Context: an optimization exercise on an open-source flow, tuned for small area and few clock cycles per item. The choices shown serve that exercise and are no tape-out recipe. Only simulation tests tie the RTL to the original design; equivalence was not proved.

## the baseline
Design box_redact_blend_mosaic_core, start of the top module:
module box_redact_blend_mosaic_core (
  input  wire logic                             clk_i,
  input  wire logic                             rst_ni,
  input  wire logic                             cfg_we_i,
  input  wire logic [brbm_pkg::CFG_IDX_W-1:0]   cfg_index_i,
  input  wire logic [brbm_pkg::CFG_DATA_W-1:0]  cfg_data_i,
  input  wire logic                             in_valid_i,
  output logic                                  in_stall_o,
  input  wire logic [brbm_pkg::COORD_W-1:0]     col_i,
  input  wire logic [brbm_pkg::COORD_W-1:0]     row_index_i,
  input  wire logic [brbm_pkg::SAMPLE_W-1:0]    luma_in_i,
  input  wire logic [brbm_pkg::SAMPLE_W-1:0]    cb_in_i,
  input  wire logic [brbm_pkg::SAMPLE_W-1:0]    cr_in_i,
  output logic                                  out_valid_o,
  input  wire logic                             out_stall_i,
  output logic [brbm_pkg::SAMPLE_W-1:0]         luma_out_o,
  output logic [brbm_pkg::SAMPLE_W-1:0]         cb_out_o,
  output logic [brbm_pkg::SAMPLE_W-1:0]         cr_out_o
);
==> module brbm_corner_store, before the edit <==
module brbm_corner_store #(
  parameter int DEPTH = 64,
  parameter int AW    = 6,
  parameter int DW    = 24,
  parameter int NINS  = 2
) (
  input  wire logic          clk_i,
  input  wire logic          rst_ni,
  input  wire logic          we_i,
  input  wire logic [AW-1:0] addr_i,
  input  wire logic [DW-1:0] wdata_i,
  output logic      [DW-1:0] rdata_o,
  output logic               full_o
);
  localparam int GAP = DEPTH / NINS;
  localparam int GW  = $clog2(GAP);
  logic [AW-1:0] ptr_q;
  always_ff @(posedge clk_i or negedge rst_ni) begin
    if (!rst_ni) ptr_q <= '0;
    else         ptr_q <= ptr_q + AW'(1);
  end
  logic          head_q;
  logic [1:0]    pv_q;
  logic [AW-1:0] pa_q [0:1];
  logic [DW-1:0] pd_q [0:1];
  logic [AW-1:0] ins_pos;
  logic          ins;
  logic [DW-1:0] ins_data;
  assign ins_pos  = pa_q[head_q] + ptr_q + AW'(1);
  assign ins      = pv_q[head_q] && (ins_pos[GW-1:0] == '0);
  assign ins_data = pd_q[head_q];
  assign full_o   = (pv_q == 2'b11) && !ins;
  logic [DEPTH*DW-1:0] ring_q, ring_d;
  always_comb begin
    ring_d = {ring_q[(DEPTH-1)*DW-1:0], ring_q[DEPTH*DW-1 -: DW]};
    for (int j = 0; j < NINS; j++) begin
      if (ins && (ins_pos[AW-1:GW] == (AW-GW)'(j))) ring_d[j*GAP*DW +: DW] = ins_data;
    end
  end
  always_ff @(posedge clk_i) begin
    ring_q <= ring_d;
  end
  logic [1:0] hit, left, match, alloc, pv_d;
  logic       head_d;
  always_comb begin
    for (int e = 0; e < 2; e++) hit[e] = pv_q[e] && (pa_q[e] == addr_i);
    left   = pv_q;
    head_d = head_q;
    if (ins) begin
      left[head_q] = 1'b0;
      head_d       = !head_q;
    end
    match = hit & left;
    alloc = '0;
    if (we_i && match == 2'b00) begin
      if (left == 2'b00) alloc[head_d]  = 1'b1;
      else               alloc[!head_d] = 1'b1;
    end
    if (!we_i) match = '0;
    pv_d = left | alloc;
  end
  always_ff @(posedge clk_i or negedge rst_ni) begin
    if (!rst_ni) begin
      pv_q   <= '0;
      head_q <= 1'b0;
    end else begin
      pv_q   <= pv_d;
      head_q <= head_d;
    end
  end
  always_ff @(posedge clk_i) begin
    for (int e = 0; e < 2; e++) begin
      if (alloc[e])            pa_q[e] <= addr_i;
      if (alloc[e] | match[e]) pd_q[e] <= wdata_i;
    end
  end
  logic [AW-1:0]    rpos;
  logic [DEPTH-1:0] rsel;
  logic [DW-1:0]    ring_rd;
  assign rpos = addr_i + ptr_q;
  always_comb begin
    for (int i = 0; i < DEPTH; i++) rsel[i] = (rpos == AW'(i));
    ring_rd = '0;
    for (int i = 0; i < DEPTH; i++) begin
      ring_rd = ring_rd | (ring_q[i*DW +: DW] & {DW{rsel[i]}});
    end
  end
  always_comb begin
    if (hit[0])      rdata_o = pd_q[0];
    else if (hit[1]) rdata_o = pd_q[1];
    else             rdata_o = ring_rd;
  end
endmodule
clock: 6.5 ns
lec_check: 0
cap_margin: 0
core_margin: 2
core_utilization: 70
gpl_timing_driven: 0
setup_slack_margin: 0.3
slew_margin: 0
standard.sh (not shown) runs the stock make flow with config.mk's settings and CLKGATE_MAP_FILE= SYNTH_SCRIPT=/design/flow/synth_recipe.tcl, a recipe that flattens the netlist after the stock synthesis.
==> flow/flow/run.sh <==
#!/bin/bash
# Layout: the standard flow (standard.sh) with three changes:
#  - synthesis is synth_recipe.tcl unchanged, but ABC maps the logic with an
#    area-oriented script (flow/area.abc); registers are mapped before ABC
#    and are the standard synthesis's;
#  - ports are buffered with the smallest buffer;
#  - the clock tree is built from clkbuf_4/clkbuf_8 without dummy loads,
#    with sink clusters of up to 16 flip-flops.
# Each make run's output goes to its own log file here; ORFS's per-step logs
# are under orfs/logs.
set -euo pipefail
W=$PWD
export MY_ABC_SCRIPT=$W/flow/area.abc
cat "$W/flow/abc_override.tcl" "$W/synth_recipe.tcl" > "$W/my_synth.tcl"
bash "$W/standard.sh" "SYNTH_SCRIPT=$W/my_synth.tcl" \
  "BUFFER_PORTS_ARGS=-inputs -outputs -buffer_cell sky130_fd_sc_hd__buf_1" \
  "CTS_ARGS=-sink_clustering_enable -repair_clock_nets -dont_use_dummy_load -sink_clustering_size 16 -sink_clustering_max_diameter 50 -buf_list {sky130_fd_sc_hd__clkbuf_4 sky130_fd_sc_hd__clkbuf_8}" \
  finish > "$W/make_finish.log" 2>&1
==> flow/flow/abc_override.tcl <==
# Technology mapping with an area-oriented ABC script (MY_ABC_SCRIPT) in place
# of the one the synthesis script names; the rest of the synthesis is the standard flow's.
proc abc {args} {
  set i [lsearch -exact $args -script]
  if {$i >= 0 && [info exists ::env(MY_ABC_SCRIPT)]} {
    lset args [expr {$i + 1}] $::env(MY_ABC_SCRIPT)
  }
  yosys abc {*}$args
}
==> flow/flow/area.abc <==
strash; dch; map -a; topo; dnsize
Testbench counts of the baseline, summed over its fixed seeds: cycles 66,870, items 65,536.
> inputs changed (the baseline -> the candidate)
diff --git a/flow/design.v b/flow/design.v
--- a/flow/design.v
+++ b/flow/design.v
@@ -201,56 +201,53 @@
   always_ff @(posedge clk_i or negedge rst_ni) begin
     if (!rst_ni) ptr_q <= '0;
     else         ptr_q <= ptr_q + AW'(1);
   end
-  logic          head_q;
   logic [1:0]    pv_q;
   logic [AW-1:0] pa_q [0:1];
   logic [DW-1:0] pd_q [0:1];
-  logic [AW-1:0] ins_pos;
-  logic          ins;
+  logic [AW-1:0] ins_pos [0:1];
+  logic [1:0]    ins_ok;
+  logic          ins, ins_e;
+  logic [AW-1:0] ins_at;
   logic [DW-1:0] ins_data;
-  assign ins_pos  = pa_q[head_q] + ptr_q + AW'(1);
-  assign ins      = pv_q[head_q] && (ins_pos[GW-1:0] == '0);
-  assign ins_data = pd_q[head_q];
+  always_comb begin
+    for (int e = 0; e < 2; e++) begin
+      ins_pos[e] = pa_q[e] + ptr_q + AW'(1);
+      ins_ok[e]  = pv_q[e] && (ins_pos[e][GW-1:0] == '0);
+    end
+  end
+  assign ins      = |ins_ok;
+  assign ins_e    = !ins_ok[0];
+  assign ins_at   = ins_pos[ins_e];
+  assign ins_data = pd_q[ins_e];
   assign full_o   = (pv_q == 2'b11) && !ins;
   logic [DEPTH*DW-1:0] ring_q, ring_d;
   always_comb begin
     ring_d = {ring_q[(DEPTH-1)*DW-1:0], ring_q[DEPTH*DW-1 -: DW]};
     for (int j = 0; j < NINS; j++) begin
-      if (ins && (ins_pos[AW-1:GW] == (AW-GW)'(j))) ring_d[j*GAP*DW +: DW] = ins_data;
+      if (ins && (ins_at[AW-1:GW] == (AW-GW)'(j))) ring_d[j*GAP*DW +: DW] = ins_data;
     end
   end
   always_ff @(posedge clk_i) begin
     ring_q <= ring_d;
   end
   logic [1:0] hit, left, match, alloc, pv_d;
-  logic       head_d;
   always_comb begin
     for (int e = 0; e < 2; e++) hit[e] = pv_q[e] && (pa_q[e] == addr_i);
-    left   = pv_q;
-    head_d = head_q;
-    if (ins) begin
-      left[head_q] = 1'b0;
-      head_d       = !head_q;
-    end
-    match = hit & left;
+    left = pv_q;
+    if (ins) left[ins_e] = 1'b0;
+    match = we_i ? (hit & left) : 2'b00;
     alloc = '0;
     if (we_i && match == 2'b00) begin
-      if (left == 2'b00) alloc[head_d]  = 1'b1;
-      else               alloc[!head_d] = 1'b1;
+      if (!left[0]) alloc[0] = 1'b1;
+      else          alloc[1] = 1'b1;
     end
-    if (!we_i) match = '0;
     pv_d = left | alloc;
   end
   always_ff @(posedge clk_i or negedge rst_ni) begin
-    if (!rst_ni) begin
-      pv_q   <= '0;
-      head_q <= 1'b0;
-    end else begin
-      pv_q   <= pv_d;
-      head_q <= head_d;
-    end
+    if (!rst_ni) pv_q <= '0;
+    else         pv_q <= pv_d;
   end
   always_ff @(posedge clk_i) begin
     for (int e = 0; e < 2; e++) begin
       if (alloc[e])            pa_q[e] <= addr_i;
==> comparison <==
Non-clock inverter total of the final layout on the candidate is down relative to the baseline.
Overall routed net length on the candidate is ahead of the baseline.
The baseline has higher mean routed wirelength per cell than the candidate.
On final instance area, the baseline beats the candidate.
Max fraction of area in registers across the baseline and the candidate: the baseline
On the candidate: wire length on met3 is about 0.55% higher than what the baseline gave.
Final period demand of the worst path (lower): the baseline
Between the baseline and the candidate, the fraction of synthesized area in multiplexers is lower for the candidate.
Detailed-routing wirelength on met1: the candidate vs the baseline down about 2.7%
Testbench counts of the candidate, summed over its fixed seeds: cycles 66,790, items 65,536.

[separate check: timing with driven ports]
Ports are ideal in the flow. The routed layouts listed here were re-timed in OpenROAD.
Step 1: set_driving_cell puts a clkbuf_16 on clk_i and a buf_2 on each other input, an assumption about the parent block.
Step 2 times the ports against the registers' clock, not the clock port: input delays grow and output delays shrink by t, the midpoint of the rising clock arrivals with the driver on.
Three values: no drivers, after step 1, after step 2; two values: the first two.
| run | t (ns) | setup slack, ns | worst data-port slew with drivers (ns) | pins driven straight from the clock port |
|---|---|---|---|---|
| the baseline | 0.859 | 0.427 / 0.472 / -0.387 | 0.16 | 1 |
| the candidate | 0.854 | 0.305 / 0.345 / -0.509 | 0.06 | 1 |
With both steps, setup timing fails in the baseline and the candidate, where it was met with ideal ports.
